Context: an optimization exercise on an open-source flow, tuned for small area, a short achievable clock period and few clock cycles. The choices shown serve that exercise and are no tape-out recipe.
In this exercise RTL edits were held to simulation tests only and were not proved equivalent to the original.
Power is estimated from default activity; no workload was simulated.

==> design/flow/design.v <==
package txdma_pkg;
    typedef logic [31:0] desc_t;         
    typedef logic [31:0] addr_t;         
    typedef logic [31:0] data_t;         
    typedef logic [7:0]  byte_t;         
    typedef logic [6:0]  bd_index_t;     
    typedef logic [8:0]  tx_status_t;    
    localparam int BIT_READY  = 15;      
    localparam int BIT_IRQ    = 14;      
    localparam int BIT_WRAP   = 13;      
    localparam int BIT_PAD    = 12;
    localparam int BIT_CRC    = 11;
    localparam tx_status_t STAT_ERR_MASK = 9'h10F;
endpackage
module eth_txdma #(
    parameter int DEPTH = 7                       
) (
    input  logic                  clk,
    input  logic                  reset,
    input  logic                  tx_en,
    input  txdma_pkg::bd_index_t  max_tx_bd,
    input  logic                  bd_wait,
    input  txdma_pkg::desc_t      bd_desc,
    input  txdma_pkg::addr_t      bd_ptr,
    input  txdma_pkg::tx_status_t tx_stat,
    input  logic                  tx_stat_valid,
    output logic                  bd_read,
    output logic                  bd_write,
    output txdma_pkg::bd_index_t  bd_index,
    output txdma_pkg::desc_t      bd_writedata,
    output logic                  tx_stat_ack,
    output logic                  per_packet_pad,
    output logic                  per_packet_crc,
    output logic                  txb_irq,
    output logic                  txe_irq,
    input  logic                  av_waitrequest,
    input  txdma_pkg::data_t      av_readdata,
    input  logic                  av_readdatavalid,
    output logic                  av_read,
    output txdma_pkg::addr_t      av_address,
    input  logic                  tx_ack,
    output txdma_pkg::byte_t      tx_data,
    output logic                  tx_dv,
    output logic                  tx_sop,
    output logic                  tx_eop
);
    localparam int FIFO_AW = 3;                  
    logic        st_rd;                  
    logic        st_dma;                 
    logic        st_wr;                  
    logic [15:0] len;                    
    logic [5:0]  flags;                  
    txdma_pkg::tx_status_t stat;
    logic        take;
    logic        wr_ok;
    logic        stat_err;
    assign bd_read     = st_rd;
    assign bd_write    = st_wr;
    assign take        = st_rd & ~bd_wait & bd_desc[txdma_pkg::BIT_READY];
    assign wr_ok       = st_wr & ~bd_wait;
    assign stat_err    = |(stat & txdma_pkg::STAT_ERR_MASK);
    assign bd_writedata   = {len, 1'b0, flags, stat};
    assign per_packet_pad = flags[txdma_pkg::BIT_PAD - 9];
    assign per_packet_crc = flags[txdma_pkg::BIT_CRC - 9];
    always_ff @(posedge clk or posedge reset) begin
        if (reset) begin
            st_rd       <= 1'b0;
            st_dma      <= 1'b0;
            st_wr       <= 1'b0;
            tx_stat_ack <= 1'b0;
            txb_irq     <= 1'b0;
            txe_irq     <= 1'b0;
            bd_index    <= '0;
        end else begin
            tx_stat_ack <= st_dma & tx_stat_valid & ~tx_stat_ack;
            txb_irq     <= wr_ok & flags[txdma_pkg::BIT_IRQ - 9] & ~stat_err;
            txe_irq     <= wr_ok & flags[txdma_pkg::BIT_IRQ - 9] & stat_err;
            if (tx_en & ~st_rd & ~st_dma & ~st_wr) begin
                st_rd <= 1'b1;
            end
            if (take) begin
                st_rd  <= 1'b0;
                st_dma <= 1'b1;
            end
            if (tx_stat_ack) begin
                st_dma <= 1'b0;
                st_wr  <= 1'b1;
            end
            if (wr_ok) begin
                st_wr <= 1'b0;
                st_rd <= 1'b1;
                if (flags[txdma_pkg::BIT_WRAP - 9] || bd_index == max_tx_bd) begin
                    bd_index <= '0;
                end else begin
                    bd_index <= bd_index + 7'd1;
                end
            end
        end
    end
    always_ff @(posedge clk) begin
        if (take) begin
            len   <= bd_desc[31:16];
            flags <= bd_desc[14:9];
        end
        if (tx_stat_ack) begin
            stat <= tx_stat;
        end
    end
    logic [29:0]        addr;            
    logic [13:0]        icnt;            
    logic               itail;           
    logic               more;            
    logic               more_nx;         
    logic [DEPTH-1:0]   occ;             
    logic               full_nx;         
    logic               rd_ok;
    logic               pop;
    assign av_address = {addr, 2'b00};
    assign rd_ok      = av_read & ~av_waitrequest;
    assign more_nx    = (|icnt[13:1]) | (icnt[0] & itail) | (more & ~rd_ok);
    assign full_nx    = (occ[DEPTH-1] & ~(pop & ~rd_ok)) | (occ[DEPTH-2] & rd_ok & ~pop);
    always_ff @(posedge clk or posedge reset) begin
        if (reset) begin
            occ     <= '0;
            av_read <= 1'b0;
            more    <= 1'b0;
        end else begin
            av_read <= take | (st_dma & more_nx & ~full_nx);
            more    <= take | more_nx;
            if (rd_ok & ~pop) begin
                occ <= {occ[DEPTH-2:0], 1'b1};
            end else if (pop & ~rd_ok) begin
                occ <= {1'b0, occ[DEPTH-1:1]};
            end
        end
    end
    always_ff @(posedge clk) begin
        if (take) begin
            addr  <= bd_ptr[31:2];
            icnt  <= bd_desc[31:18];
            itail <= |bd_desc[17:16];
        end else if (rd_ok) begin
            addr <= addr + 30'd1;
            if (|icnt) icnt <= icnt - 14'd1;
            else       itail <= 1'b0;
        end
    end
    txdma_pkg::data_t   mem [DEPTH];
    logic [FIFO_AW-1:0] wptr;
    logic [FIFO_AW-1:0] rptr;
    logic               wlap;            
    logic               rlap;
    logic               empty;
    assign empty = (wptr == rptr) & (wlap == rlap);
    always_ff @(posedge clk or posedge reset) begin
        if (reset) begin
            wptr <= '0;
            rptr <= '0;
            wlap <= 1'b0;
            rlap <= 1'b0;
        end else begin
            if (av_readdatavalid) begin
                if (wptr == FIFO_AW'(DEPTH - 1)) begin
                    wptr <= '0;
                    wlap <= ~wlap;
                end else begin
                    wptr <= wptr + 1'b1;
                end
            end
            if (pop) begin
                if (rptr == FIFO_AW'(DEPTH - 1)) begin
                    rptr <= '0;
                    rlap <= ~rlap;
                end else begin
                    rptr <= rptr + 1'b1;
                end
            end
        end
    end
    always_ff @(posedge clk) begin
        if (av_readdatavalid) mem[wptr] <= av_readdata;
    end
    logic [31:0] cw;                     
    logic [1:0]  lane;                   
    logic        cw_final;               
    logic        first;                  
    logic        final_w;                
    logic        shift;
    assign tx_data = cw[7:0];
    assign final_w = ~more & occ[0] & ~occ[1];
    assign shift   = tx_dv & tx_ack & ~tx_eop & (lane != 2'd3);
    assign pop     = st_dma & ~empty & (~tx_dv | (tx_ack & (lane == 2'd3)));
    always_ff @(posedge clk or posedge reset) begin
        if (reset) begin
            tx_dv <= 1'b0;
        end else if (pop) begin
            tx_dv <= 1'b1;
        end else if (tx_ack & (tx_eop | (lane == 2'd3))) begin
            tx_dv <= 1'b0;
        end
    end
    always_ff @(posedge clk) begin
        if (take) begin
            first <= 1'b1;
        end else if (pop) begin
            first <= 1'b0;
        end
        if (pop) begin
            cw       <= mem[rptr];
            lane     <= 2'd0;
            cw_final <= final_w;
            tx_sop   <= first;
            tx_eop   <= final_w & (len[1:0] == 2'd1);
        end else if (shift) begin
            cw[23:0] <= cw[31:8];
            lane     <= lane + 2'd1;
            tx_sop   <= 1'b0;
            tx_eop   <= cw_final & (lane == len[1:0] - 2'd2);
        end
    end
endmodule
==> design/flow/run.sh <==
#!/bin/bash
# synth_recipe.tcl (not shown) runs the flow's synth.tcl, then flattens the netlist and writes it again
# the make line also repeats each setting of config.mk as NAME=value (left out here)
make -C /OpenROAD-flow-scripts/flow DESIGN_CONFIG=/design/flow/config.mk WORK_HOME=/design/flow/orfs CLKGATE_MAP_FILE= SYNTH_SCRIPT=/design/flow/synth_recipe.tcl finish
==> design/flow/config.mk <==
export PLATFORM = sky130hd
export DESIGN_NAME = eth_txdma
export DESIGN_NICKNAME = eth_txdma
export VERILOG_FILES = /design/flow/design.v
export SDC_FILE = /design/flow/constraint.sdc
export NUM_CORES = 4
export LEC_CHECK = 0
export ABC_CLOCK_PERIOD_IN_PS = 2200
export CAP_MARGIN = 20
export CORE_MARGIN = 2
export CORE_UTILIZATION = 45
export SETUP_SLACK_MARGIN = 2.8
export SLEW_MARGIN = 20
==> design/flow/constraint.sdc <==
create_clock -name core_clock -period 5.0 [get_ports {clk}]
set_input_delay 1.0000 -clock core_clock [delete_from_list [all_inputs] [get_ports {clk}]]
set_output_delay 1.0000 -clock core_clock [all_outputs]
set_load 0.01 [all_outputs]
==> impl_metrics.toml, run 1 <==
[outcome]
outcome = "complete, no violations"

[setup_path]
crit_slowest_cell = "clkdlybuf4s50_1"
cp_data_required_time_ns = 5.19
path_delay_family = "buffers and inverters"
slowest_delay_ns = 0.45
critPathLaunchType = "input port"
worst_ep_arrival_time_ns = 2.37
cp_num_buf_inv = 2
crit_path_end_kind = "flip-flop"
crit_path_cell_trace = "clkdlybuf4s50_1 > nand2_1 > or2_4 > buf_4 > nand2_8"
crit_type = "in -> reg"
crit_path_max_fanout = 30

[global_routing]
grt_usage = 0.198
grt_overflow = 0
grt_max_degree = 67
grt_pass1_wl_um = 53200
antenna_found_initial = 3
grt_pass1_vias = 9037

[finish]
layout.cells.non_filler = 1750
syn_to_final_growth_pct = 29.3
fill_cells = 2635
drive_gt1_frac = 0.213
fin_nets = 1397

[clocking]
cts_tree = "yes"
numCtsBuffers = 40
insertion_delay_ns = 0.53
hold_buffers = 0
cts_buffer_depth = 3
root_buffer = "clkbuf_16"
path_clk_slew_ns = 0.06
htreeDepth = 2
clock-sinks = 369

[sta]
clock_skew_ns = 0.0205
hold_violations = 0
finalSetupViolCount = 0
fin_crit_ns = 2.17
finalCritPeriodShare = 0.435
max_freq_ghz = 0.460
tightest_slew_ns = 0.739
holdWs_ns = 0.466
slew_headroom = 0.507
slew_violations = 0
finalSetupTns_ns = 0
grt_setup_unrepaired = "yes"

[routing]
num_vias = 9095
vias_per_cell = 5.20
wl_per_cell_um = 20.1
drc = 0
drt_iter0_markers = 580
first_pass_iters = 7
routed_wl_um = 35200
ant_nets = 0

[die]
io_pins = 210
rows = 67
coreArea_um2 = 33400
start_util = 0.454
die_area_um2 = 35100
die_w_um = 187
fp.dieH_um = 187

[synth]
syn-mean-instance-area_um2 = 15.2
async_flop_share = 0.0840
synth_cells = 996
synth_area_um2 = 15100
synth_edf_count = 335
synth_seq_area_share = 0.720
ys_seq_elements = 369
ys_warn_count = 1
yosys_most_used_dff = "edfxtp_1"
synth.distinct_cells = 44

[place]
dpl.cell_count = 1597
numPortBuffers = 195
place_hpwl_um = 19200
gp_congestion = 0.775

[pwr]
ir_drop_mv = 0.340
powerDensity_nw_per_um2 = 545
total_leakage_power_nw = 6.91

[flow_run]
drv_cap = 0

[worst_hold_path]
min_path_type = "reg -> reg"
==> cells in the mapped netlist (2+ instances only) <==
master	instances	area, um2
buf_1	6	22.5
and4_1	2	17.5
nand3_1	15	75.1
inv_1	13	48.8
xnor2_1	29	254
nor2b_1	7	43.8
ha_1	7	87.6
dfrtp_1	31	776
mux4_2	32	721
xor2_1	25	219
a22o_1	3	26.3
or3_1	2	12.5
buf_2	11	55.1
buf_4	14	105
nor3b_1	2	15.0
mux2_2	12	135
clkbuf_1	28	105
nand4_1	14	87.6
edfxtp_1	335	10100
or2_2	2	12.5
or4_1	2	15.0
nand2b_1	5	31.3
mux2i_1	63	631
nor4_1	4	25.0
nor3_1	15	75.1
nand2_1	109	409
nor2_1	59	221
a21oi_1	40	200
dfxtp_1	3	60.1
and3_1	7	43.8
o21ai_0	86	430
==> final timing paths <==
check / to / from / slack (ns) / cells past startpoint
hold reg to reg: txb_irq / stat[1] / 0.47 / 1
setup / recovery: addr[24] / bd_desc[15] / 2.83 / 5
setup reg to reg: av_read / wptr[1] / 2.85 / 7
hold / removal: txb_irq / stat[1] / 0.47 / 1
min in group asynchronous: txb_irq / reset / 0.86 / 3
max in group asynchronous: rptr[1] / reset / 3.80 / 3
==> cells in the final DEF (no fill, tap or decap), drive strengths merged, types with 3 or more instances in the layout <==
cell	netlist	layout
edfxtp	335	335
nand2	109	109
clkdlybuf4s50	0	105
buf	31	98
o21ai	87	87
clkbuf	28	66
mux2i	63	63
nor2	59	61
clkdlybuf4s15	0	49
a21oi	40	40
mux4	32	32
dfrtp	31	31
xnor2	29	29
xor2	25	25
clkinv	0	21
nand3	15	15
nor3	15	15
nand4	14	14
inv	13	14
mux2	12	12
dlygate4sd2	0	9
and3	7	8
nor2b	7	7
ha	7	7
nand2b	5	5
nor4	5	5
or2	2	4
a22o	3	3
conb	1	3
dfxtp	3	3
or4	3	3
==> layout make-up <==
class	instances	area [um2]	area share
inverter	13	65.1	0.00332
antenna	1	2.50	0.000128
clock inverter	26	205	0.0105
sequential	369	10900	0.558
multi-input combinational	562	4140	0.212
timing repair buffer	284	2660	0.136
clock buffer	47	1030	0.0525
tap	448	561	0.0286
==> timing repair <==
action	CTS	global route
endpoints found under the hold margin	0	0
endpoints found under the setup margin	444	122
pin swaps	6	4
buffers inserted	63	8
cloned	7	1
resized for setup	214	49
==> flip-flops by register name, indices dropped and copies added, names as in the netlist, 2 cells and up <==
register	flops
addr	30
bd_index	7
cw	32
flags	6
icnt	14
lane	2
len	16
mem	224
occ	7
rptr	3
stat	9
wptr	3
==> cells by family after synthesis <==
kind of cell | count (synthesis) | synth area share
compound gates | 136 | 0.0473
xor+xnor | 54 | 0.0312
fa+ha+maj | 7 | 0.00578
buf+inv | 72 | 0.0222
flops | 369 | 0.720
mux | 107 | 0.0982
other cells | 1 | 0.000248
simple gates | 250 | 0.0754
==> per-stage QoR <==
step	util	power [W]	cell area (um2)	setup WS, ns
after floorplan	-	0.00649	15400	2.66
after global placement	0.529	0.00746	17600	1.70
after detailed placement	0.529	0.00752	17600	1.69
after CTS	0.586	0.0107	19600	2.55
after global routing	0.587	0.0112	19600	2.77
final	0.587	0.0107	19600	2.83
==> per-layer routing <==
layer / wire length (um) / up-vias / GRT usage / share of wire
met5: 21 / - / 0 / 0.00060
met2: 16900 / 256 / 0.335 / 0.48
met1: 15500 / 4490 / 0.265 / 0.44
li1: - / 4300 / - / -
met3: 2060 / 45 / 0.0385 / 0.059
met4: 646 / 4 / 0.0506 / 0.018
==> power by group <==
part           internal [W]  switching [W]
clock               0.00159        0.00118
sequential          0.00420       0.000293
combinational       0.00155        0.00185
total               0.00734        0.00333
Testbench counts, summed over its fixed seeds: cycles 204,684.
==> inputs of run 2 (changes only) <==
==> design/flow/flow/run.sh (new file) <==
#!/bin/bash
# Standard layout, with plain buffers (not delay cells) on the ports.
set -euo pipefail
export BUFFER_PORTS_ARGS="-buffer_cell sky130_fd_sc_hd__buf_1"
bash standard.sh finish > standard.log 2>&1
==> design/flow/standard.sh (new file) <==
#!/bin/bash
# synth_recipe.tcl (not shown) runs the flow's synth.tcl, then flattens the netlist and writes it again
# the make line also repeats each setting of config.mk as NAME=value (left out here)
make -C /OpenROAD-flow-scripts/flow DESIGN_CONFIG=/design/flow/config.mk WORK_HOME=/design/flow/orfs CLKGATE_MAP_FILE= SYNTH_SCRIPT=/design/flow/synth_recipe.tcl "${@:-finish}"
removed: design/flow/run.sh
==> impl_metrics.toml, run 2 <==
[outcome]
outcome = "complete, no violations"

[global_routing]
use_met1 = 0.239
grt_overflow = 0
grt_pass1_wl_um = 48800
antenna_found_initial = 1
grtUsageMet2 = 0.299
grtUsageMet3 = 0.0398
grt_max_degree = 80
grt_usage = 0.179
globalRoute.busiestLayer = "met2"
grt_pass1_vias = 8583

[sta]
finalSetupTns_ns = 0
clock_skew_ns = 0.0270
fin_crit_ns = 2.18
tightest_slew_ns = 0.631
max_freq_ghz = 0.459
hold_violations = 0
finalCritPeriodShare = 0.436
grt_setup_unrepaired = "yes"
slew_violations = 0
finalSetupViolCount = 0
slew_headroom = 0.578

[synth]
synth_seq_area_share = 0.720
synth_top_family_by_area = "multiplexers"
synth_cells = 996
synthTopCellsByCount = "edfxtp_1 (335), nand2_1 (109), o21ai_0 (86)"
synthTopCellsByArea = "edfxtp_1 (66%), dfrtp_1 (5.1%), mux4_2 (4.8%), mux2i_1 (4.2%), o21ai_0 (2.8%)"
synth_xor_area_frac = 0.0312
async_flop_share = 0.0840
yosys.area_share.simple = 0.0754
synth_edf_count = 335
yosys_most_used_dff = "edfxtp_1"
yosysMostFrequentCell = "edfxtp_1"
synth_mux_area_frac = 0.0982
ys_seq_elements = 369
synth_fa_ha_area_frac = 0.00578
synth_compound_area_frac = 0.0473
synth_top_area_share = 0.664
synth.distinct_cells = 44
synth_area_um2 = 15100
syn-mean-instance-area_um2 = 15.2
ys_warn_count = 1
synth_largest_area_cell = "edfxtp_1"

[finish]
fin_util = 0.543
mostFrequentLayoutCells = "edfxtp_1 (335), buf_1 (195), nand2_1 (105), o21ai_0 (79), mux2i_1 (63)"
syn_to_final_growth_pct = 19.6
layout.cells.non_filler = 1694
largest-register = "mem"
final_cell_area_um2 = 18100
largest_reg_flops = 224
reg.largest.list = "mem: 224 flops, cw: 32 flops, addr: 30 flops"
layout_commonest_cell = "edfxtp_1"
drive_gt1_frac = 0.141
fin_nets = 1346

[routing]
routed_wl_um = 31800
ant_nets = 0
drt_iter0_markers = 548
vias_per_cell = 5.17
first_pass_iters = 4
wl_per_cell_um = 18.7
drc = 0
num_vias = 8750

[clocking]
clock-sinks = 369
cts_buffer_depth = 3
htreeDepth = 2
root_buffer = "clkbuf_16"
insertion_delay_ns = 0.54
path_clk_slew_ns = 0.06
numCtsBuffers = 39
cts_tree = "yes"

[setup_path]
cp_num_buf_inv = 1
crit_path_cell_trace = "buf_4 > ha_1 > nand3_1 > nor3_1 > and3_1 > xnor2_1 > o21ai_0"
slowest_delay_ns = 0.52
cp_data_required_time_ns = 5.26
crit_path_end_kind = "flip-flop"
crit_type = "reg -> reg"
crit_slowest_cell = "nor3_1"
path_delay_family = "simple AND/OR/NAND/NOR gates"
crit_path_max_fanout = 4
critPathLaunchType = "flip-flop"
worst_ep_arrival_time_ns = 2.44
reg2reg_depth = 7
path_depth = 7

[worst_hold_path]
holdPathStages = 1
min_path_type = "reg -> reg"

[place]
gp_congestion = 0.809
placed_area_um2 = 16400
place_hpwl_um = 18400
numPortBuffers = 195
dpl.cell_count = 1595

[die]
die_w_um = 187
fp.dieH_um = 187
io_pins = 210
die_area_um2 = 35100
rows = 67
coreArea_um2 = 33400
start_util = 0.454

[pwr]
power_w = 0.0104
ir_drop_mv = 0.327
powerDensity_nw_per_um2 = 572
total_leakage_power_nw = 6.04

[flow_run]
drv_cap = 0
==> run 2: logic make-up (layout without fill, tap and decap cells) <==
logic type	Yosys count	in the layout
flops	369	369
fa+ha+maj	7	7
buf+inv	72	319
simple gates	250	250
xor+xnor	54	54
compound gates	136	136
other cells	1	4
mux	107	107
==> run 2: metal layers <==
layer | wire [um] | part of all wire
met1 | 13900 | 0.44
met2 | 15400 | 0.48
met3 | 1990 | 0.063
met4 | 506 | 0.016
met5 | 0 | 0
==> run 2: cell type report <==
class	instances	area, um2
diodes	1	2.50
repair buffers	239	1170
clock inverters	18	258
inverters	13	60.1
well taps	448	561
fillers	2741	15300
clock buffers	49	1070
flip-flops and latches	369	10900
multi-input cells	557	4080
==> run 2: repair_timing <==
item | CTS | global route
cloned | 1 | 0
setup endpoints to repair | 217 | 68
resized for setup | 20 | 10
endpoints found under the hold margin | 0 | 0
pin swaps | 5 | 1
setup buffers | 11 | 19
hold buffers | 0 | 0
==> run 2: worst paths after layout <==
check	from	endpoint	slack [ns]
min reg2reg	stat[1]	txb_irq	0.47
max reg2reg	addr[0]	addr[12]	2.82
min in group asynchronous	reset	st_dma	0.53
max in group asynchronous	reset	rptr[2]	4.13
max	addr[0]	addr[12]	2.82
min	stat[1]	txb_irq	0.47
==> run 2: where the power goes <==
group / leakage [nW] / switching [W] / internal (W)
clock: 0.641 / 0.00116 / 0.00182
sequential: 3.50 / 0.000380 / 0.00421
combinational: 1.90 / 0.00161 / 0.00118
==> run 2: through the flow <==
stage	worst slack, ns	hold WS, ns
after global routing	2.74	0.494
after floorplan	2.66	0.451
after detailed placement	1.75	0.473
after CTS	2.79	0.476
final	2.82	0.469
after global placement	1.77	0.451
==> inputs of run 3 (changes only) <==
==> design/flow/flow/run.sh (replaced) <==
#!/bin/bash
# Standard layout, with plain buffers (not delay cells) on the ports.
set -euo pipefail
export BUFFER_PORTS_ARGS="-buffer_cell sky130_fd_sc_hd__buf_2"
bash standard.sh finish > standard.log 2>&1
==> impl_metrics.toml, run 3 <==
[sta]
clock_skew_ns = 0.0151
slew_headroom = 0.530
max_freq_ghz = 0.462
fin_crit_ns = 2.17
finalSetupViolCount = 0
tightest_slew_ns = 0.706
finalCritPeriodShare = 0.433
hold_violations = 0
slew_violations = 0
grt_setup_unrepaired = "yes"
finalSetupTns_ns = 0

[setup_path]
crit_type = "reg -> out"
cp_num_buf_inv = 1
critPathLaunchType = "flip-flop"
cp_data_required_time_ns = 4.00
worst_ep_arrival_time_ns = 1.17
crit_slowest_cell = "edfxtp_1"
crit_path_max_fanout = 3
path_delay_family = "flip-flops"
crit_path_end_kind = "primary output"
crit_path_cell_trace = "buf_2"
slowest_delay_ns = 0.46

[global_routing]
grt_max_degree = 89
antenna_found_initial = 3
grt_pass1_vias = 8625
grt_pass1_wl_um = 48300
grt_usage = 0.176
grt_overflow = 0

[place]
gp_congestion = 0.784
dpl.cell_count = 1596
numPortBuffers = 195
place_hpwl_um = 18500

[finish]
fin_nets = 1349
largest-register = "mem"
largest_reg_flops = 224
drive_gt1_frac = 0.299
mostFrequentLayoutCells = "edfxtp_1 (335), buf_2 (195), nand2_1 (105), o21ai_0 (79), mux2i_1 (63)"
fill_cells = 2767
reg.largest.list = "mem: 224 flops, cw: 32 flops, addr: 30 flops"
layout_commonest_cell = "edfxtp_1"
layout.cells.non_filler = 1700
syn_to_final_growth_pct = 20.4

[clocking]
cts_buffer_depth = 3
htreeDepth = 2
root_buffer = "clkbuf_16"
insertion_delay_ns = 0.52
cts_tree = "yes"
numCtsBuffers = 39
hold_buffers = 0
clock-sinks = 369
path_clk_slew_ns = 0.06

[die]
rows = 67
coreArea_um2 = 33400
die_w_um = 187
die_area_um2 = 35100
io_pins = 210
start_util = 0.454
fp.dieH_um = 187

[pwr]
ir_drop_mv = 0.331
total_leakage_power_nw = 6.55
powerDensity_nw_per_um2 = 555

[synth]
ys_seq_elements = 369
synth.distinct_cells = 44
synth_largest_area_cell = "edfxtp_1"
synth_edf_count = 335
synth_area_um2 = 15100
syn-mean-instance-area_um2 = 15.2
yosys_most_used_dff = "edfxtp_1"
synth_seq_area_share = 0.720
yosysMostFrequentCell = "edfxtp_1"
synthTopCellsByCount = "edfxtp_1 (335), nand2_1 (109), o21ai_0 (86)"
synthTopCellsByArea = "edfxtp_1 (66%), dfrtp_1 (5.1%), mux4_2 (4.8%), mux2i_1 (4.2%), o21ai_0 (2.8%)"
async_flop_share = 0.0840
ys_warn_count = 1
synth_top_area_share = 0.664
synth_cells = 996

[routing]
drt_iter0_markers = 487
vias_per_cell = 5.18
wl_per_cell_um = 18.3
drc = 0
first_pass_iters = 5
num_vias = 8808
ant_nets = 0
routed_wl_um = 31200

[outcome]
outcome = "complete, no violations"

[worst_hold_path]
min_path_type = "reg -> reg"

[flow_run]
drv_cap = 0
run 3: kinds of logic (layout without fill, tap and decap cells):
logic type	Yosys count	after routing	synth area share
adders and majority gates	7	7	0.00578
and+or+nand+nor	250	250	0.0754
other	1	5	0.000248
DFF	369	369	0.720
buffers and inverters	72	324	0.0222
xor gates and xnor gates	54	54	0.0312
AOI/OAI and AO/OA	136	136	0.0473
muxes	107	107	0.0982
run 3: through the flow:
stage	instance area, um2	util	hold WS (ns)	total power, W	worst slack, ns
3_3_place_gp	16600	0.499	0.449	0.00722	2.13
5_1_grt	18200	0.546	0.502	0.0107	2.77
4_1_cts	18000	0.539	0.470	0.0101	2.80
3_5_place_dp	16600	0.499	0.464	0.00726	2.11
6_report	18200	0.547	0.470	0.0101	2.83
2_1_floorplan	15400	-	0.451	0.00649	2.66
run 3: routing by layer:
| metal | vias to the layer above | part of all wire | GRT usage |
|---|---|---|---|
| li1 | 4192 | - | - |
| met1 | 4340 | 0.43 | 0.231 |
| met2 | 230 | 0.50 | 0.304 |
| met3 | 44 | 0.056 | 0.0351 |
| met4 | 2 | 0.017 | 0.0415 |
| met5 | - | 0.00022 | 0 |
run 3: path summary, 6_finish.rpt:
check | end | slack (ns) | start | depth (start not counted)
max in group asynchronous | rptr[1] | 4.09 | reset | 3
min | txb_irq | 0.47 | stat[1] | 1
max | bd_writedata[16] | 2.83 | len[0] | 1
min in group asynchronous | txb_irq | 0.57 | reset | 3
min reg2reg | txb_irq | 0.47 | stat[1] | 1
max reg2reg | icnt[13] | 2.84 | icnt[6] | 5
run 3: layout make-up:
cell class / instances / area [um2] / area share
clock buffers: 53 / 1070 / 0.0587
diodes: 2 / 5.00 / 0.000274
repair buffers: 242 / 1410 / 0.0775
flip-flops and latches: 369 / 10900 / 0.598
inverters: 13 / 55.1 / 0.00302
well taps: 448 / 561 / 0.0307
clock inverters: 16 / 145 / 0.00796
multi-input cells: 557 / 4080 / 0.224
run 3: repair_timing:
item	in CTS	in global routing
setup buffers	5	28
endpoints found under the setup margin	122	45
pin swaps	1	2
gates resized for setup	16	9
run 3: power breakdown:
part           total [W]  internal (W)  switching (W)
clock network    0.00274       0.00161        0.00114
logic            0.00280       0.00121        0.00159
registers        0.00457       0.00421       0.000365
total             0.0101       0.00702        0.00309
run 3: worst reg2reg max path, cell delays in order, from the launching register on:
cell      delay (ns)
edfxtp_1        0.44
or4_4           0.59
nor4_4          0.24
or3b_1          0.39
xor2_1          0.19
o21ai_2         0.07
==> inputs of run 4 (changes only) <==
--- a/design/flow/design.v
+++ b/design/flow/design.v
@@ -107,8 +107,7 @@
         end
     end
     logic [29:0]        addr;            
-    logic [13:0]        icnt;            
-    logic               itail;           
+    logic [13:0]        wcnt;            
     logic               more;            
     logic               more_nx;         
     logic [DEPTH-1:0]   occ;             
@@ -117,7 +116,7 @@
     logic               pop;
     assign av_address = {addr, 2'b00};
     assign rd_ok      = av_read & ~av_waitrequest;
-    assign more_nx    = (|icnt[13:1]) | (icnt[0] & itail) | (more & ~rd_ok);
+    assign more_nx    = more & ((|wcnt[13:1]) | (wcnt[0] & (|len[1:0])) | ~rd_ok);
     assign full_nx    = (occ[DEPTH-1] & ~(pop & ~rd_ok)) | (occ[DEPTH-2] & rd_ok & ~pop);
     always_ff @(posedge clk or posedge reset) begin
         if (reset) begin
@@ -136,44 +135,33 @@
     end
     always_ff @(posedge clk) begin
         if (take) begin
-            addr  <= bd_ptr[31:2];
-            icnt  <= bd_desc[31:18];
-            itail <= |bd_desc[17:16];
+            addr <= bd_ptr[31:2];
+            wcnt <= bd_desc[31:18];
         end else if (rd_ok) begin
             addr <= addr + 30'd1;
-            if (|icnt) icnt <= icnt - 14'd1;
-            else       itail <= 1'b0;
+            wcnt <= wcnt - 14'd1;
         end
     end
     txdma_pkg::data_t   mem [DEPTH];
     logic [FIFO_AW-1:0] wptr;
     logic [FIFO_AW-1:0] rptr;
-    logic               wlap;            
-    logic               rlap;
-    logic               empty;
-    assign empty = (wptr == rptr) & (wlap == rlap);
-    always_ff @(posedge clk or posedge reset) begin
-        if (reset) begin
-            wptr <= '0;
-            rptr <= '0;
-            wlap <= 1'b0;
-            rlap <= 1'b0;
+    logic [DEPTH-1:0]   stored;          
+    always_ff @(posedge clk or posedge reset) begin
+        if (reset) begin
+            wptr   <= '0;
+            rptr   <= '0;
+            stored <= '0;
         end else begin
             if (av_readdatavalid) begin
-                if (wptr == FIFO_AW'(DEPTH - 1)) begin
-                    wptr <= '0;
-                    wlap <= ~wlap;
-                end else begin
-                    wptr <= wptr + 1'b1;
-                end
+                wptr <= (wptr == FIFO_AW'(DEPTH - 1)) ? '0 : wptr + 1'b1;
             end
             if (pop) begin
-                if (rptr == FIFO_AW'(DEPTH - 1)) begin
-                    rptr <= '0;
-                    rlap <= ~rlap;
-                end else begin
-                    rptr <= rptr + 1'b1;
-                end
+                rptr <= (rptr == FIFO_AW'(DEPTH - 1)) ? '0 : rptr + 1'b1;
+            end
+            if (av_readdatavalid & ~pop) begin
+                stored <= {stored[DEPTH-2:0], 1'b1};
+            end else if (pop & ~av_readdatavalid) begin
+                stored <= {1'b0, stored[DEPTH-1:1]};
             end
         end
     end
@@ -189,7 +177,7 @@
     assign tx_data = cw[7:0];
     assign final_w = ~more & occ[0] & ~occ[1];
     assign shift   = tx_dv & tx_ack & ~tx_eop & (lane != 2'd3);
-    assign pop     = st_dma & ~empty & (~tx_dv | (tx_ack & (lane == 2'd3)));
+    assign pop     = stored[0] & (~tx_dv | (tx_ack & (lane == 2'd3)));
     always_ff @(posedge clk or posedge reset) begin
         if (reset) begin
             tx_dv <= 1'b0;
==> impl_metrics.toml, run 4 <==
[clocking]
htreeDepth = 2
cts_tree = "yes"
root_buffer = "clkbuf_16"
cts_buffer_depth = 3
insertion_delay_ns = 0.54
hold_buffers = 0
path_clk_slew_ns = 0.06
clock-sinks = 373
numCtsBuffers = 39

[finish]
layout_commonest_cell = "edfxtp_1"
drive_gt1_frac = 0.296
fin_nets = 1360
syn_to_final_growth_pct = 20.0
reg.largest.list = "mem: 224 flops, cw: 32 flops, addr: 30 flops"
largest-register = "mem"
mostFrequentLayoutCells = "edfxtp_1 (334), buf_2 (195), nand2_1 (136), o21ai_0 (100), mux2i_1 (67)"
largest_reg_flops = 224

[worst_hold_path]
min_path_type = "reg -> reg"

[routing]
first_pass_iters = 5
num_vias = 8957
wl_per_cell_um = 18.9
drt_iter0_markers = 553
routed_wl_um = 32300
vias_per_cell = 5.24
ant_nets = 0
drc = 0

[sta]
fin_crit_ns = 2.17
grt_setup_unrepaired = "yes"
finalSetupViolCount = 0
finalCritPeriodShare = 0.434
clock_skew_ns = 0.0181
max_freq_ghz = 0.461
slew_violations = 0
finalSetupTns_ns = 0
hold_violations = 0
holdWs_ns = 0.444
slew_headroom = 0.589
tightest_slew_ns = 0.616

[setup_path]
critPathLaunchType = "flip-flop"
crit_path_max_fanout = 4
worst_ep_arrival_time_ns = 1.17
crit_slowest_cell = "edfxtp_1"
path_delay_family = "flip-flops"
slowest_delay_ns = 0.46
crit_type = "reg -> out"
crit_path_cell_trace = "buf_2"
cp_num_buf_inv = 1
cp_data_required_time_ns = 4.00
crit_path_end_kind = "primary output"

[synth]
synth_edf_count = 334
synth_area_um2 = 15300
async_flop_share = 0.0965
ys_seq_elements = 373
yosysMostFrequentCell = "edfxtp_1"
synth_seq_area_share = 0.719
synth.distinct_cells = 52
ys_warn_count = 1
synthTopCellsByCount = "edfxtp_1 (334), nand2_1 (138), o21ai_0 (114)"
yosys_most_used_dff = "edfxtp_1"
synth_top_area_share = 0.656
synth_largest_area_cell = "edfxtp_1"
synthTopCellsByArea = "edfxtp_1 (66%), dfrtp_1 (5.9%), mux4_2 (4.7%), mux2i_1 (4.4%), o21ai_0 (3.7%)"
synth_cells = 1006
syn-mean-instance-area_um2 = 15.2

[pwr]
intPower_w = 0.00695
swShare = 0.307
power_w = 0.0100
ir_drop_mv = 0.272
powerDensity_nw_per_um2 = 547
power_switching_w = 0.00308
p_seq_frac = 0.461
pwr-share-clk = 0.269
total_leakage_power_nw = 6.65
comb_power_share = 0.271

[die]
die_area_um2 = 35500
start_util = 0.456
die_w_um = 188
coreArea_um2 = 33500
rows = 67
io_pins = 210
fp.dieH_um = 188

[global_routing]
grt_usage = 0.181
grt_overflow = 0
antenna_found_initial = 5
grt_max_degree = 57
grt_pass1_wl_um = 49700
grt_pass1_vias = 8699

[place]
place_hpwl_um = 18800
numPortBuffers = 195
gp_congestion = 0.773

[flow_run]
drv_cap = 0

[outcome]
outcome = "complete, no violations"
run 4: changes by cell type in the layout (fill, tap and decap cells not counted), sizes merged, moves of 3 or more:
cell,delta
nor3,-3
a21oi,-27
and2,+3
o21ai,+31
nand3,+4
nand2,+30
nor2,-32
nand4,-7
and4,+3
xnor2,-7
dfrtp,+5
mux2i,+4
run 4: power groups by stage:
stage	clock (W)	combinational, W	sequential (W)
3_3_place_gp	0	0.00237	0.00480
2_1_floorplan	0	0.00184	0.00461
5_1_grt	0.00290	0.00301	0.00469
6_report	0.00270	0.00272	0.00462
3_5_place_dp	0	0.00240	0.00482
4_1_cts	0.00277	0.00262	0.00467
run 4: repair_timing:
action                                 in CTS  in global routing
endpoints found under the hold margin       0                  0
pin swaps                                   3                  0
setup endpoints to repair                 132                 61
gates resized for setup                     5                 11
gates cloned                                1                  0
buffers inserted                           10                 25
run 4: metal layers:
metal / vias up / wire (um) / GRT usage
met5: - / 34 / 0
met4: 6 / 655 / 0.0526
met3: 58 / 1830 / 0.0335
met2: 246 / 15100 / 0.289
met1: 4409 / 14600 / 0.256
li1: 4238 / - / -
run 4: logic make-up after synthesis:
logic type | synth area share
muxes | 0.0984
and+or+nand+nor | 0.0750
other | 0.000245
DFF | 0.719
adders and majority gates | 0.00573
xor gates and xnor gates | 0.0281
AOI/OAI and AO/OA | 0.0520
buffers and inverters | 0.0218
run 4: metrics by stage:
step | util | setup slack [ns] | instances | instance area (um2)
floorplan | - | 2.62 | 1008 | 15500
global route | 0.547 | 2.78 | 1710 | 18300
finish | 0.547 | 2.83 | 1710 | 18300
detailed placement | 0.501 | 1.95 | 1604 | 16800
CTS | 0.541 | 2.79 | 1683 | 18100
global placement | 0.501 | 2.01 | 1604 | 16800
run 4: tightest hold or removal path, delay by kind of cell, from the launching register on:
family           cells  cell delay (ns)
DFF                  1             0.31
and+or+nand+nor      2             0.09
run 4: area by class of cell:
class	instances	area [um2]
flip-flops and latches	373	11000
multi-input cells	563	4140
diodes	2	5.00
inverters	12	55.1
well taps	448	561
fillers	2751	15200
clock buffers	53	1050
clock inverters	15	133
repair buffers	244	1400
run 4: worst paths after layout:
check / startpoint / to / slack [ns] / cells after the start
min reg2reg: first / first / 0.44 / 2
min in group asynchronous: reset / bd_index[0] / 0.56 / 3
max in group asynchronous: reset / rptr[2] / 4.06 / 3
min: first / first / 0.44 / 2
max reg2reg: wptr[2] / mem[4][21] / 2.90 / 3
max: addr[4] / av_address[6] / 2.83 / 1
Testbench counts of run 4, summed over its fixed seeds: cycles 204,684.
==> inputs of run 5 (changes only) <==
==> design/flow/config.mk (replaced) <==
export PLATFORM = sky130hd
export DESIGN_NAME = eth_txdma
export DESIGN_NICKNAME = eth_txdma
export VERILOG_FILES = /design/flow/design.v
export SDC_FILE = /design/flow/constraint.sdc
export NUM_CORES = 4
export LEC_CHECK = 0
export ABC_CLOCK_PERIOD_IN_PS = 1500
export CAP_MARGIN = 20
export CORE_MARGIN = 2
export CORE_UTILIZATION = 45
export SETUP_SLACK_MARGIN = 3.0
export SLEW_MARGIN = 20
==> impl_metrics.toml, run 5 <==
[global_routing]
grt_overflow = 0
grt_pass1_wl_um = 51100
grt_max_degree = 56
grt_usage = 0.187
grt_pass1_vias = 8896
antenna_found_initial = 3

[clocking]
clock-sinks = 373
insertion_delay_ns = 0.54
cts_tree = "yes"
numCtsBuffers = 40
hold_buffers = 0
path_clk_slew_ns = 0.06
cts_buffer_depth = 3
root_buffer = "clkbuf_16"
htreeDepth = 2

[finish]
drive_gt1_frac = 0.330
final_cell_area_um2 = 19000
largest_reg_flops = 224
reg.largest.list = "mem: 224 flops, cw: 32 flops, addr: 30 flops"
largest-register = "mem"
mostFrequentLayoutCells = "edfxtp_1 (334), buf_2 (185), nand2_1 (135), buf_4 (77), o21ai_0 (73)"
layout_commonest_cell = "edfxtp_1"
syn_to_final_growth_pct = 24.1
fin_nets = 1404
layout.cells.non_filler = 1757

[sta]
finalSetupTns_ns = 0
slew_headroom = 0.387
hold_violations = 0
finalSetupViolCount = 0
slew_violations = 0
fin_crit_ns = 2.12
worst_slack_ns = 2.88
finalCritPeriodShare = 0.425
grt_setup_unrepaired = "yes"
tightest_slew_ns = 0.919
max_freq_ghz = 0.471
clock_skew_ns = 0.0177

[synth]
syn-mean-instance-area_um2 = 15.2
synth_seq_area_share = 0.719
synthTopCellsByCount = "edfxtp_1 (334), nand2_1 (138), o21ai_0 (114)"
synth_largest_area_cell = "edfxtp_1"
yosysMostFrequentCell = "edfxtp_1"
synth_edf_count = 334
ys_seq_elements = 373
synth.distinct_cells = 52
ys_warn_count = 1
synth_top_area_share = 0.656
synthTopCellsByArea = "edfxtp_1 (66%), dfrtp_1 (5.9%), mux4_2 (4.7%), mux2i_1 (4.4%), o21ai_0 (3.7%)"
synth_area_um2 = 15300
yosys_most_used_dff = "edfxtp_1"
synth_cells = 1006
async_flop_share = 0.0965

[pwr]
power_switching_w = 0.00325
pwr-share-clk = 0.273
ir_drop_mv = 0.262
intPower_w = 0.00729
swShare = 0.308
comb_power_share = 0.291
powerDensity_nw_per_um2 = 555
total_leakage_power_nw = 6.95
power_w = 0.0105
p_seq_frac = 0.436

[setup_path]
cp_num_buf_inv = 1
r2r-start = "wptr[2]"
crit_path_cell_trace = "buf_2"
crit_path_end_kind = "primary output"
critPathLaunchType = "flip-flop"
r2r_setup_slack_ns = 3.05
crit_slowest_cell = "edfxtp_1"
r2r_end = "mem[6][25]"
cp_data_required_time_ns = 4.00
worst_ep_arrival_time_ns = 1.12
slowest_delay_ns = 0.43
reg2reg_depth = 3
crit_path_max_fanout = 2
path_delay_family = "flip-flops"
crit_type = "reg -> out"

[place]
dpl.cell_count = 1604
pre_cts_ws_ns = 1.88
place_hpwl_um = 18800
numPortBuffers = 195
placed_area_um2 = 16800
gp_congestion = 0.783

[die]
die_w_um = 188
rows = 67
coreArea_um2 = 33500
start_util = 0.456
die_area_um2 = 35500
io_pins = 210
fp.dieH_um = 188

[routing]
drc = 0
vias_per_cell = 5.24
wl_per_cell_um = 19.3
ant_nets = 0
first_pass_iters = 5
drt_iter0_markers = 648
routed_wl_um = 33800
num_vias = 9215

[flow_run]
drv_cap = 0

[outcome]
outcome = "complete, no violations"

[worst_hold_path]
min_path_type = "reg -> reg"
holdPathStages = 2
min_from = "first"
hold_path_end = "first"
==> run 5: cell counts after synthesis <==
Identical to the previous run, type by type.
==> run 5: how the worst max path moves through the flow <==
stage | to | slack (ns) | cells after the start | from
after global routing | av_address[25] | 2.84 | 1 | addr[23]
after global placement | addr[10] | 1.91 | 6 | bd_desc[15]
after floorplan | mem[3][0] | 2.63 | 2 | av_readdatavalid
after detailed placement | addr[8] | 1.88 | 6 | bd_desc[15]
after CTS | av_address[25] | 2.84 | 1 | addr[23]
final | av_address[4] | 2.88 | 1 | addr[2]
==> run 5: layer usage <==
metal | vias to the layer above | GRT usage | wire length (um)
li1 | 4333 | - | -
met1 | 4574 | 0.267 | 15100
met2 | 256 | 0.301 | 16200
met3 | 52 | 0.0311 | 1880
met4 | 0 | 0.0517 | 702
met5 | - | 0 | 0
==> run 5: kinds of logic after synthesis <==
group	share of synthesized area
other	0.000245
xor gates and xnor gates	0.0281
buffers and inverters	0.0218
and+or+nand+nor	0.0750
muxes	0.0984
AOI/OAI and AO/OA	0.0520
DFF	0.719
adders and majority gates	0.00573
==> run 5: repair_timing <==
action	in CTS	in global routing
setup endpoints to repair	282	173
resized for setup	30	16
gates cloned	4	1
buffers inserted	55	19
pin swaps	3	3
==> run 5: area by class of cell <==
type,instances,area (um2)
fillers,2692,14600
flip-flops and latches,373,11000
repair buffers,283,1790
multi-input cells,566,4240
repair inverters,1,8.76
diodes,3,7.51
clock buffers,52,1080
inverters,12,80.1
clock inverters,19,200
well taps,448,561
==> run 5: power groups by stage <==
stage	registers [W]	logic, W	clock network [W]
floorplan	0.00461	0.00191	0
global placement	0.00484	0.00238	0
detailed placement	0.00485	0.00241	0
CTS	0.00461	0.00299	0.00293
global route	0.00466	0.00335	0.00304
finish	0.00460	0.00307	0.00287
==> run 5: stage by stage <==
stage,util,hold WS [ns]
final,0.566,0.450
after global placement,0.502,0.429
after floorplan,-,0.414
after detailed placement,0.502,0.442
after CTS,0.558,0.450
after global routing,0.566,0.466
==> inputs of run 6 (changes only) <==
==> design/flow/config.mk (replaced) <==
export PLATFORM = sky130hd
export DESIGN_NAME = eth_txdma
export DESIGN_NICKNAME = eth_txdma
export VERILOG_FILES = /design/flow/design.v
export SDC_FILE = /design/flow/constraint.sdc
export NUM_CORES = 4
export LEC_CHECK = 0
export ABC_CLOCK_PERIOD_IN_PS = 2200
export CAP_MARGIN = 20
export CORE_MARGIN = 2
export CORE_UTILIZATION = 45
export CTS_CLUSTER_DIAMETER = 100
export CTS_CLUSTER_SIZE = 24
export SETUP_SLACK_MARGIN = 2.8
export SLEW_MARGIN = 20
==> impl_metrics.toml, run 6 <==
[global_routing]
grtUsageMet3 = 0.0304
globalRoute.busiestLayer = "met2"
use_met1 = 0.256
grt_pass1_vias = 8437
antenna_found_initial = 6
grtUsageMet2 = 0.284
grt_overflow = 0
grt_usage = 0.176
grt_max_degree = 57
grt_pass1_wl_um = 48800

[synth]
synth_top_area_share = 0.656
synth_seq_area_share = 0.719
async_flop_share = 0.0965
synth_cells = 1006
yosysMostFrequentCell = "edfxtp_1"
synth_largest_area_cell = "edfxtp_1"
synth_area_um2 = 15300
synthTopCellsByCount = "edfxtp_1 (334), nand2_1 (138), o21ai_0 (114)"
syn-mean-instance-area_um2 = 15.2
ys_warn_count = 1
synthTopCellsByArea = "edfxtp_1 (66%), dfrtp_1 (5.9%), mux4_2 (4.7%), mux2i_1 (4.4%), o21ai_0 (3.7%)"
yosys_most_used_dff = "edfxtp_1"
synth.distinct_cells = 52
ys_seq_elements = 373
synth_edf_count = 334

[sta]
fin_crit_ns = 2.16
finalCritPeriodShare = 0.432
hold_violations = 0
clock_skew_ns = 0.0137
tightest_slew_ns = 0.601
grt_setup_unrepaired = "yes"
slew_violations = 0
finalSetupViolCount = 0
worst_slack_ns = 2.84
slew_headroom = 0.599
finalSetupTns_ns = 0
max_freq_ghz = 0.463

[clocking]
path_clk_slew_ns = 0.09
htreeDepth = 1
cts_buffer_depth = 3
hold_buffers = 0
cts_tree = "yes"
clock-sinks = 373
insertion_delay_ns = 0.52
numCtsBuffers = 19
root_buffer = "clkbuf_16"

[setup_path]
crit_type = "reg -> out"
crit_path_end_kind = "primary output"
worst_ep_arrival_time_ns = 1.16
cp_num_buf_inv = 1
crit_slowest_cell = "edfxtp_1"
cp_data_required_time_ns = 4.00
r2r-start = "addr[4]"
critPathLaunchType = "flip-flop"
slowest_delay_ns = 0.46
r2r_setup_slack_ns = 2.96
reg2reg_depth = 6
path_delay_family = "flip-flops"
crit_path_cell_trace = "buf_2"
r2r_end = "addr[19]"
crit_path_max_fanout = 4

[worst_hold_path]
min_path_type = "reg -> reg"
hold_path_end = "first"
holdPathStages = 2
min_from = "first"

[die]
coreArea_um2 = 33500
die_area_um2 = 35500
start_util = 0.456
fp.dieH_um = 188
io_pins = 210
die_w_um = 188
rows = 67

[routing]
first_pass_iters = 4
num_vias = 8813
drc = 0
wl_per_cell_um = 19.0
drt_iter0_markers = 619
vias_per_cell = 5.26
routed_wl_um = 31700
ant_nets = 0

[place]
pre_cts_ws_ns = 1.95
place_hpwl_um = 18800
numPortBuffers = 195
gp_congestion = 0.773
dpl.cell_count = 1604

[pwr]
intPower_w = 0.00615
ir_drop_mv = 0.245
power_w = 0.00900
p_seq_frac = 0.512
power_switching_w = 0.00285
swShare = 0.317
pwr-share-clk = 0.186
comb_power_share = 0.302
powerDensity_nw_per_um2 = 508
total_leakage_power_nw = 6.33

[finish]
reg.largest.list = "mem: 224 flops, cw: 32 flops, addr: 30 flops"
layout_commonest_cell = "edfxtp_1"
fin_util = 0.528
largest_reg_flops = 224
layout.cells.non_filler = 1674
drive_gt1_frac = 0.281
mostFrequentLayoutCells = "edfxtp_1 (334), buf_2 (195), nand2_1 (136), o21ai_0 (100), mux2i_1 (67)"
multi_input_area_um2 = 4140
fill_cells = 2788
syn_to_final_growth_pct = 15.8
regArea_um2 = 11000
fin_nets = 1339
largest-register = "mem"

[outcome]
outcome = "complete, no violations"

[flow_run]
drv_cap = 0
-- run 6: cell count changes in the layout (fill, tap and decap cells not counted), moves of 10 or more --
cell       previous run  this run
o21ai_1              45        18
buf_2               185       195
o21ai_0              73       100
buf_4                77        43
buf_6                14         0
clkbuf_16            41        19
-- run 6: worst max-delay path by stage --
| stage | from | depth (start not counted) | to | slack, ns |
|---|---|---|---|---|
| after floorplan | av_readdatavalid | 2 | mem[3][0] | 2.62 |
| after global placement | bd_wait | 6 | addr[15] | 2.01 |
| after detailed placement | bd_wait | 6 | addr[17] | 1.95 |
| after CTS | av_readdatavalid | 5 | mem[1][4] | 2.77 |
| after global routing | addr[16] | 1 | av_address[18] | 2.79 |
| final | addr[16] | 1 | av_address[18] | 2.84 |
-- run 6: cells by family (layout without fill, tap and decap cells) --
group,Yosys count,in the layout,share of synthesized area
other,1,4,0.000245
buffers and inverters,73,289,0.0218
xor gates and xnor gates,49,49,0.0281
AOI/OAI and AO/OA,148,148,0.0520
and+or+nand+nor,246,247,0.0750
muxes,109,109,0.0984
DFF,373,373,0.719
adders and majority gates,7,7,0.00573
-- run 6: repair_timing --
| action | in CTS | in global routing |
|---|---|---|
| hold endpoints to repair | 0 | 0 |
| setup buffers | 12 | 22 |
| pin swaps | 3 | 0 |
| cloned | 1 | 0 |
| setup endpoints to repair | 138 | 97 |
| gates resized for setup | 4 | 12 |
-- run 6: final cells by class --
cell class / count / area share
diodes: 1 / 0.000141
clock buffers: 31 / 0.0300
clock inverters: 3 / 0.00127
inverters: 12 / 0.00311
multi-input cells: 563 / 0.234
flip-flops and latches: 373 / 0.622
well taps: 448 / 0.0317
repair buffers: 243 / 0.0786
-- run 6: per-stage QoR --
stage / hold slack [ns] / instance area, um2
after CTS: 0.451 / 17500
after global placement: 0.426 / 16800
final: 0.446 / 17700
after detailed placement: 0.436 / 16800
after floorplan: 0.415 / 15500
after global routing: 0.473 / 17700
-- run 6: layer usage --
layer,vias to the layer above,share of wire
met1,4394,0.46
met5,-,0.0015
met4,10,0.014
met2,210,0.47
li1,4163,-
met3,36,0.055
-- run 6: power groups by stage --
stage	Sequential, W	Combinational (W)	Clock (W)
after detailed placement	0.00482	0.00240	0
after floorplan	0.00461	0.00184	0
after CTS	0.00466	0.00263	0.00172
final	0.00461	0.00272	0.00167
after global routing	0.00468	0.00301	0.00185
after global placement	0.00480	0.00237	0
==> inputs of run 7 (changes only) <==
--- a/design/flow/config.mk
+++ b/design/flow/config.mk
@@ -11,5 +11,5 @@
 export CORE_UTILIZATION = 45
 export CTS_CLUSTER_DIAMETER = 100
 export CTS_CLUSTER_SIZE = 24
-export SETUP_SLACK_MARGIN = 2.8
+export SETUP_SLACK_MARGIN = 3.1
 export SLEW_MARGIN = 20
==> impl_metrics.toml, run 7 <==
[outcome]
outcome = "complete, no violations"

[finish]
layout_commonest_cell = "edfxtp_1"
largest_reg_flops = 224
reg.largest.list = "mem: 224 flops, cw: 32 flops, addr: 30 flops"
largest-register = "mem"
mostFrequentLayoutCells = "edfxtp_1 (334), buf_2 (183), nand2_1 (127), buf_4 (81)"
drive_gt1_frac = 0.344
layout.cells.non_filler = 1736
syn_to_final_growth_pct = 21.8
fill_cells = 2765
fin_nets = 1400

[synth]
synth_top_area_share = 0.656
synth_mux_area_frac = 0.0984
synthTopCellsByArea = "edfxtp_1 (66%), dfrtp_1 (5.9%), mux4_2 (4.7%), mux2i_1 (4.4%), o21ai_0 (3.7%)"
synth_area_um2 = 15300
synth_seq_area_share = 0.719
synthTopCellsByCount = "edfxtp_1 (334), nand2_1 (138), o21ai_0 (114)"
synth_fa_ha_area_frac = 0.00573
yosysMostFrequentCell = "edfxtp_1"
synth_top_family_by_area = "multiplexers"
synth.distinct_cells = 52
ys_seq_elements = 373
synth_compound_area_frac = 0.0520
synth_cells = 1006
yosys.area_share.simple = 0.0750
synth_edf_count = 334
ys_warn_count = 1
async_flop_share = 0.0965
syn-mean-instance-area_um2 = 15.2
yosys_most_used_dff = "edfxtp_1"
synth_largest_area_cell = "edfxtp_1"
synth_xor_area_frac = 0.0281

[setup_path]
startpoint = "len[0]"
crit_type = "reg -> out"
path_delay_family = "flip-flops"
crit_path_max_fanout = 4
slowest_delay_ns = 0.50
critPathLaunchType = "flip-flop"
crit_slowest_cell = "edfxtp_1"
worst_ep_arrival_time_ns = 1.20
r2r-start = "addr[15]"
cp_data_required_time_ns = 4.00
crit_path_cell_trace = "buf_6"
crit_path_end_kind = "primary output"
cp_num_buf_inv = 1

[place]
gp_congestion = 0.760
numPortBuffers = 195
place_hpwl_um = 18500
dpl.cell_count = 1603
pre_cts_ws_ns = 1.88

[pwr]
power_w = 0.00956
swShare = 0.321
powerDensity_nw_per_um2 = 513
intPower_w = 0.00649
ir_drop_mv = 0.288
comb_power_share = 0.342
total_leakage_power_nw = 6.78
pwr-share-clk = 0.182
power_switching_w = 0.00307
p_seq_frac = 0.477

[sta]
finalSetupTns_ns = 0
tightest_slew_ns = 0.702
finalSetupViolCount = 0
worst_slack_ns = 2.80
finalCritPeriodShare = 0.439
slew_headroom = 0.532
grt_setup_unrepaired = "yes"
max_freq_ghz = 0.455
hold_violations = 0
slew_violations = 0
clock_skew_ns = 0.0182
fin_crit_ns = 2.20

[clocking]
root_buffer = "clkbuf_16"
htreeDepth = 1
cts_buffer_depth = 3
cts_tree = "yes"
insertion_delay_ns = 0.53
clock-sinks = 373
path_clk_slew_ns = 0.10
numCtsBuffers = 19

[global_routing]
grt_max_degree = 45
grt_usage = 0.186
grt_overflow = 0
grt_pass1_vias = 8651
grt_pass1_wl_um = 50800
antenna_found_initial = 6

[routing]
ant_nets = 0
num_vias = 9141
first_pass_iters = 5
drc = 0
routed_wl_um = 34400
wl_per_cell_um = 19.8
vias_per_cell = 5.27
drt_iter0_markers = 582

[die]
start_util = 0.456
rows = 67
coreArea_um2 = 33500
io_pins = 210
die_area_um2 = 35500
fp.dieH_um = 188
die_w_um = 188

[worst_hold_path]
min_from = "first"
min_path_type = "reg -> reg"

[flow_run]
drv_cap = 0
-- run 7: area by class of cell --
class | count | area, um2 | share of cell area
repair inverters | 3 | 26.3 | 0.00141
inverters | 12 | 80.1 | 0.00430
diodes | 2 | 5.00 | 0.000269
flip-flops and latches | 373 | 11000 | 0.591
well taps | 448 | 561 | 0.0301
clock buffers | 32 | 567 | 0.0304
multi-input cells | 566 | 4350 | 0.234
repair buffers | 298 | 2010 | 0.108
clock inverters | 2 | 13.8 | 0.000739
-- run 7: timing repair --
item | 4_1_cts | 5_1_grt
pin swaps | 8 | 20
setup buffers | 62 | 27
hold buffers | 0 | 0
endpoints found under the setup margin | 323 | 206
gates cloned | 5 | 3
resized for setup | 39 | 45
-- run 7: power groups by stage --
| stage | Combinational (W) | Clock [W] | Sequential, W |
|---|---|---|---|
| global route | 0.00356 | 0.00189 | 0.00462 |
| global placement | 0.00240 | 0 | 0.00481 |
| CTS | 0.00311 | 0.00179 | 0.00455 |
| finish | 0.00327 | 0.00174 | 0.00456 |
| floorplan | 0.00193 | 0 | 0.00461 |
| detailed placement | 0.00243 | 0 | 0.00483 |
-- run 7: cell families (layout without fill, tap and decap cells) --
logic type | count (synthesis) | in the layout
buf+inv | 73 | 347
flops | 373 | 373
xor+xnor | 49 | 49
fa+ha+maj | 7 | 7
mux | 109 | 109
simple gates | 246 | 250
compound gates | 148 | 148
other cells | 1 | 5
-- run 7: metal layers --
| metal | part of all wire | vias to the layer above | GRT usage | wire, um |
|---|---|---|---|---|
| met5 | 0.0013 | - | 0 | 44 |
| met1 | 0.45 | 4551 | 0.258 | 15300 |
| met4 | 0.015 | 8 | 0.0358 | 517 |
| met3 | 0.057 | 41 | 0.0332 | 1980 |
| met2 | 0.48 | 242 | 0.312 | 16600 |
| li1 | - | 4299 | - | - |
-- run 7: path summary, 6_finish.rpt --
path / endpoint / slack (ns) / cells after the start
setup reg to reg: addr[29] / 3.04 / 7
max in group asynchronous: rptr[0] / 4.03 / 3
hold reg to reg: first / 0.45 / 2
setup / recovery: bd_writedata[16] / 2.80 / 1
hold / removal: first / 0.45 / 2
min in group asynchronous: bd_index[4] / 0.59 / 3
-- run 7: through the flow --
| stage | area [um2] | hold WS (ns) | utilization |
|---|---|---|---|
| final | 18600 | 0.445 | 0.555 |
| after global routing | 18600 | 0.486 | 0.555 |
| after CTS | 18200 | 0.450 | 0.542 |
| after detailed placement | 16900 | 0.434 | 0.503 |
| after global placement | 16900 | 0.427 | 0.503 |
| after floorplan | 15700 | 0.414 | - |
==> inputs of run 8 (changes only) <==
--- a/design/flow/config.mk
+++ b/design/flow/config.mk
@@ -10,6 +10,6 @@
 export CORE_MARGIN = 2
 export CORE_UTILIZATION = 45
 export CTS_CLUSTER_DIAMETER = 100
-export CTS_CLUSTER_SIZE = 24
-export SETUP_SLACK_MARGIN = 3.1
+export CTS_CLUSTER_SIZE = 30
+export SETUP_SLACK_MARGIN = 2.8
 export SLEW_MARGIN = 20
==> impl_metrics.toml, run 8 <==
[routing]
routed_wl_um = 31600
wl_per_cell_um = 19.0
first_pass_iters = 5
vias_per_cell = 5.30
num_vias = 8836
ant_nets = 0
drt_iter0_markers = 585
drc = 0

[synth]
synthTopCellsByCount = "edfxtp_1 (334), nand2_1 (138), o21ai_0 (114)"
synth.distinct_cells = 52
yosys_most_used_dff = "edfxtp_1"
synth_edf_count = 334
synth_largest_area_cell = "edfxtp_1"
synth_cells = 1006
synthTopCellsByArea = "edfxtp_1 (66%), dfrtp_1 (5.9%), mux4_2 (4.7%), mux2i_1 (4.4%), o21ai_0 (3.7%)"
syn-mean-instance-area_um2 = 15.2
async_flop_share = 0.0965
ys_warn_count = 1
ys_seq_elements = 373
yosysMostFrequentCell = "edfxtp_1"
synth_seq_area_share = 0.719
synth_area_um2 = 15300
synth_top_area_share = 0.656

[sta]
tightest_slew_ns = 0.637
hold_violations = 0
grt_setup_unrepaired = "yes"
max_freq_ghz = 0.463
finalSetupTns_ns = 0
finalSetupViolCount = 0
finalCritPeriodShare = 0.432
fin_crit_ns = 2.16
worst_slack_ns = 2.84
slew_violations = 0
slew_headroom = 0.575
clock_skew_ns = 0.0192

[clocking]
numCtsBuffers = 16
cts_tree = "yes"
cts_buffer_depth = 3
clock-sinks = 373
htreeDepth = 1
root_buffer = "clkbuf_16"
hold_buffers = 0
insertion_delay_ns = 0.52
path_clk_slew_ns = 0.11

[finish]
fill_cells = 2791
fin_nets = 1338
reg.largest.list = "mem: 224 flops, cw: 32 flops, addr: 30 flops"
layout.cells.non_filler = 1666
mostFrequentLayoutCells = "edfxtp_1 (334), buf_2 (195), nand2_1 (136), o21ai_0 (100), mux2i_1 (67)"
layout_commonest_cell = "edfxtp_1"
largest_reg_flops = 224
syn_to_final_growth_pct = 15.4
drive_gt1_frac = 0.282
largest-register = "mem"
multi_input_area_um2 = 4140
regArea_um2 = 11000
fin_util = 0.526

[global_routing]
grt_max_degree = 57
grt_overflow = 0
grt_usage = 0.175
antenna_found_initial = 7
grt_pass1_wl_um = 48600
grt_pass1_vias = 8433

[pwr]
ir_drop_mv = 0.290
powerDensity_nw_per_um2 = 503
power_w = 0.00888
total_leakage_power_nw = 6.31

[setup_path]
crit_path_cell_trace = "buf_2"
r2r-start = "wptr[2]"
reg2reg_depth = 3
path_delay_family = "flip-flops"
cp_data_required_time_ns = 4.00
crit_path_max_fanout = 4
cp_num_buf_inv = 1
slowest_delay_ns = 0.47
crit_slowest_cell = "edfxtp_1"
crit_path_end_kind = "primary output"
worst_ep_arrival_time_ns = 1.16
r2r_setup_slack_ns = 2.88
r2r_end = "mem[4][21]"
crit_type = "reg -> out"
critPathLaunchType = "flip-flop"

[die]
die_w_um = 188
die_area_um2 = 35500
start_util = 0.456
io_pins = 210
rows = 67
fp.dieH_um = 188
coreArea_um2 = 33500

[worst_hold_path]
hold_path_end = "first"
min_path_type = "reg -> reg"
holdPathStages = 2
min_from = "first"

[outcome]
outcome = "complete, no violations"

[flow_run]
drv_cap = 0

[place]
gp_congestion = 0.773
place_hpwl_um = 18800
numPortBuffers = 195
pre_cts_ws_ns = 1.95
dpl.cell_count = 1604
==> run 8: cell counts after synthesis <==
No cell type changed its count.
==> run 8: worst max-delay path by stage <==
| stage | startpoint | cells past startpoint | end | slack [ns] |
|---|---|---|---|---|
| CTS | av_readdatavalid | 4 | mem[5][23] | 2.77 |
| finish | addr[27] | 1 | av_address[29] | 2.84 |
| global placement | bd_wait | 6 | addr[15] | 2.01 |
| global route | addr[0] | 1 | av_address[2] | 2.78 |
| detailed placement | bd_wait | 6 | addr[17] | 1.95 |
| floorplan | av_readdatavalid | 2 | mem[3][0] | 2.62 |
==> run 8: power by group <==
group | internal (W) | switching [W]
sequential | 0.00422 | 0.000389
clock | 0.000657 | 0.000897
combinational | 0.00119 | 0.00153
==> run 8: final cells by class <==
type,count,share of cell area
flip-flops and latches,373,0.624
clock buffers,19,0.0245
inverters,12,0.00312
repair buffers,245,0.0797
well taps,448,0.0318
clock inverters,4,0.00220
diodes,2,0.000284
multi-input cells,563,0.234
==> run 8: routing by layer <==
| metal | track usage | share of wire | wire length (um) |
|---|---|---|---|
| met2 | 0.287 | 0.48 | 15100 |
| met4 | 0.0352 | 0.014 | 439 |
| met5 | 0 | 0.0019 | 61 |
| met3 | 0.0291 | 0.053 | 1670 |
| met1 | 0.250 | 0.45 | 14400 |
==> run 8: stage by stage <==
stage	cell area [um2]	hold slack, ns
finish	17600	0.452
global route	17600	0.476
CTS	17500	0.454
detailed placement	16800	0.436
global placement	16800	0.426
floorplan	15500	0.415
==> run 8: cell families (layout without fill, tap and decap cells) <==
family | count (synthesis) | count (layout) | share of synthesized area
flip-flops | 373 | 373 | 0.719
multiplexers | 109 | 109 | 0.0984
other | 1 | 5 | 0.000245
adder cells (fa/ha/maj) | 7 | 7 | 0.00573
AND/OR/NAND/NOR | 246 | 247 | 0.0750
XOR/XNOR | 49 | 49 | 0.0281
AO/OA/AOI/OAI | 148 | 148 | 0.0520
buffers and inverters | 73 | 280 | 0.0218
==> run 8: repair_timing <==
action / in CTS / in global routing
pin swaps: 3 / 0
cloned: 1 / 0
setup buffers: 15 / 21
endpoints found under the setup margin: 143 / 92
resized for setup: 4 / 12
==> inputs of run 9 (changes only) <==
--- a/design/flow/config.mk
+++ b/design/flow/config.mk
@@ -9,7 +9,6 @@
 export CAP_MARGIN = 20
 export CORE_MARGIN = 2
 export CORE_UTILIZATION = 45
-export CTS_CLUSTER_DIAMETER = 100
-export CTS_CLUSTER_SIZE = 30
+export CTS_BUF_LIST = sky130_fd_sc_hd__clkbuf_8
 export SETUP_SLACK_MARGIN = 2.8
 export SLEW_MARGIN = 20
==> impl_metrics.toml, run 9 <==
[outcome]
outcome = "complete, no violations"

[synth]
async_flop_share = 0.0965
ys_seq_elements = 373
yosysMostFrequentCell = "edfxtp_1"
synth_seq_area_share = 0.719
synth_area_um2 = 15300
synthTopCellsByArea = "edfxtp_1 (66%), dfrtp_1 (5.9%), mux4_2 (4.7%), mux2i_1 (4.4%), o21ai_0 (3.7%)"
synth_cells = 1006
ys_warn_count = 1
syn-mean-instance-area_um2 = 15.2

[setup_path]
path_depth = 1
r2r-start = "wptr[2]"
critPathLaunchType = "flip-flop"
startpoint = "addr[16]"
crit_type = "reg -> out"
crit_path_cell_trace = "buf_2"
r2r_end = "mem[4][19]"
crit_path_max_fanout = 4
worst_ep_arrival_time_ns = 1.25
cp_data_required_time_ns = 4.00

[pwr]
ir_drop_mv = 0.248
total_leakage_power_nw = 6.91
powerDensity_nw_per_um2 = 533

[routing]
wl_met1_um = 14800
vias_per_cell = 5.15
routed_wl_um = 32900
met2_length_um = 15400
drt_iter0_markers = 522
wl_per_cell_um = 18.4
met3_length_um = 1880
ant_nets = 0
num_vias = 9217
drc = 0
top_layer_used = "met5"

[sta]
worst_slack_ns = 2.75
grt_setup_unrepaired = "yes"
max_freq_ghz = 0.445
fin_crit_ns = 2.25
tightest_slew_ns = 0.665
finalCritPeriodShare = 0.449
holdWs_ns = 0.443
clock_skew_ns = 0.0183
finalSetupViolCount = 0

[worst_hold_path]
min_path_type = "reg -> reg"

[finish]
fin_nets = 1416
mostFrequentLayoutCells = "edfxtp_1 (334), buf_2 (189), nand2_1 (136), o21ai_0 (100), buf_4 (80)"
largest_reg_flops = 224
layout_commonest_cell = "edfxtp_1"
final_cell_area_um2 = 18600
reg.largest.list = "mem: 224 flops, cw: 32 flops, addr: 30 flops"
fill_cells = 2779

[clocking]
cts_tree = "yes"
root_buffer = "clkbuf_8"
numCtsBuffers = 59
insertion_delay_ns = 0.62
htreeDepth = 2

[global_routing]
grt_pass1_wl_um = 50500
grt_max_degree = 57
antenna_found_initial = 6
grt_overflow = 0
grt_pass1_vias = 9089

[die]
io_pins = 210
fp.dieH_um = 188
coreArea_um2 = 33500
rows = 67
die_w_um = 188
die_area_um2 = 35500
start_util = 0.456

[place]
gp_congestion = 0.773
pre_cts_ws_ns = 1.95
place_hpwl_um = 18800
## run 9: how the worst min path moves through the flow
stage | start | end | slack [ns] | cells after the start
finish | first | first | 0.44 | 2
global route | first | first | 0.47 | 2
CTS | first | first | 0.45 | 2
detailed placement | first | first | 0.44 | 2
global placement | first | first | 0.43 | 2
floorplan | first | first | 0.42 | 2
## run 9: cells by family (layout without fill, tap and decap cells)
family | count (synthesis) | after routing | share of synthesized area
other | 1 | 5 | 0.000245
DFF | 373 | 373 | 0.719
and+or+nand+nor | 246 | 247 | 0.0750
adders and majority gates | 7 | 7 | 0.00573
buffers and inverters | 73 | 404 | 0.0218
AOI/OAI and AO/OA | 148 | 148 | 0.0520
muxes | 109 | 109 | 0.0984
xor gates and xnor gates | 49 | 49 | 0.0281
## run 9: where the power goes
group / leakage, nW / switching [W] / internal [W]
Clock: 0.651 / 0.00118 / 0.00123
Combinational: 2.69 / 0.00160 / 0.00129
Sequential: 3.56 / 0.000356 / 0.00423
Total: 6.91 / 0.00314 / 0.00675
## run 9: stage by stage
stage               std cells  power (W)   util
detailed placement       1604    0.00722  0.501
global route             1790     0.0105  0.554
floorplan                1008    0.00645      -
global placement         1604    0.00717  0.501
CTS                      1760    0.00990  0.546
finish                   1790    0.00990  0.554
## run 9: routing by layer
layer | vias up | global-route usage
met5 | - | 0
met4 | 8 | 0.0685
met3 | 66 | 0.0408
met2 | 264 | 0.289
met1 | 4513 | 0.254
li1 | 4366 | -
## run 9: worst register-to-register path, cell delays in order, from the launching register on
cell and delay, ns:
dfrtp_1 0.77, nand2b_1 0.27, nor2_4 0.26, buf_4 0.48
## run 9: cell type report
class                      count  area share
multi-input combinational    563       0.223
antenna                        2    0.000269
tap                          448      0.0302
timing repair buffer         280      0.0916
inverter                      12     0.00296
clock inverter                48      0.0126
sequential                   373       0.592
clock buffer                  64      0.0474
## run 9: what timing repair did
item                       4_1_cts  5_1_grt
setup endpoints to repair      115      126
cloned                           1        0
pin swaps                        1        3
setup buffers                   43       28
resized for setup               10       10

Check on run 9: ideal ports give 2.753 ns setup slack; a clkbuf_16 on the clock port and buf_2 on the inputs give 2.708 ns; moving port delays by the midpoint clock arrival (0.656 ns) as well gives 2.281 ns.
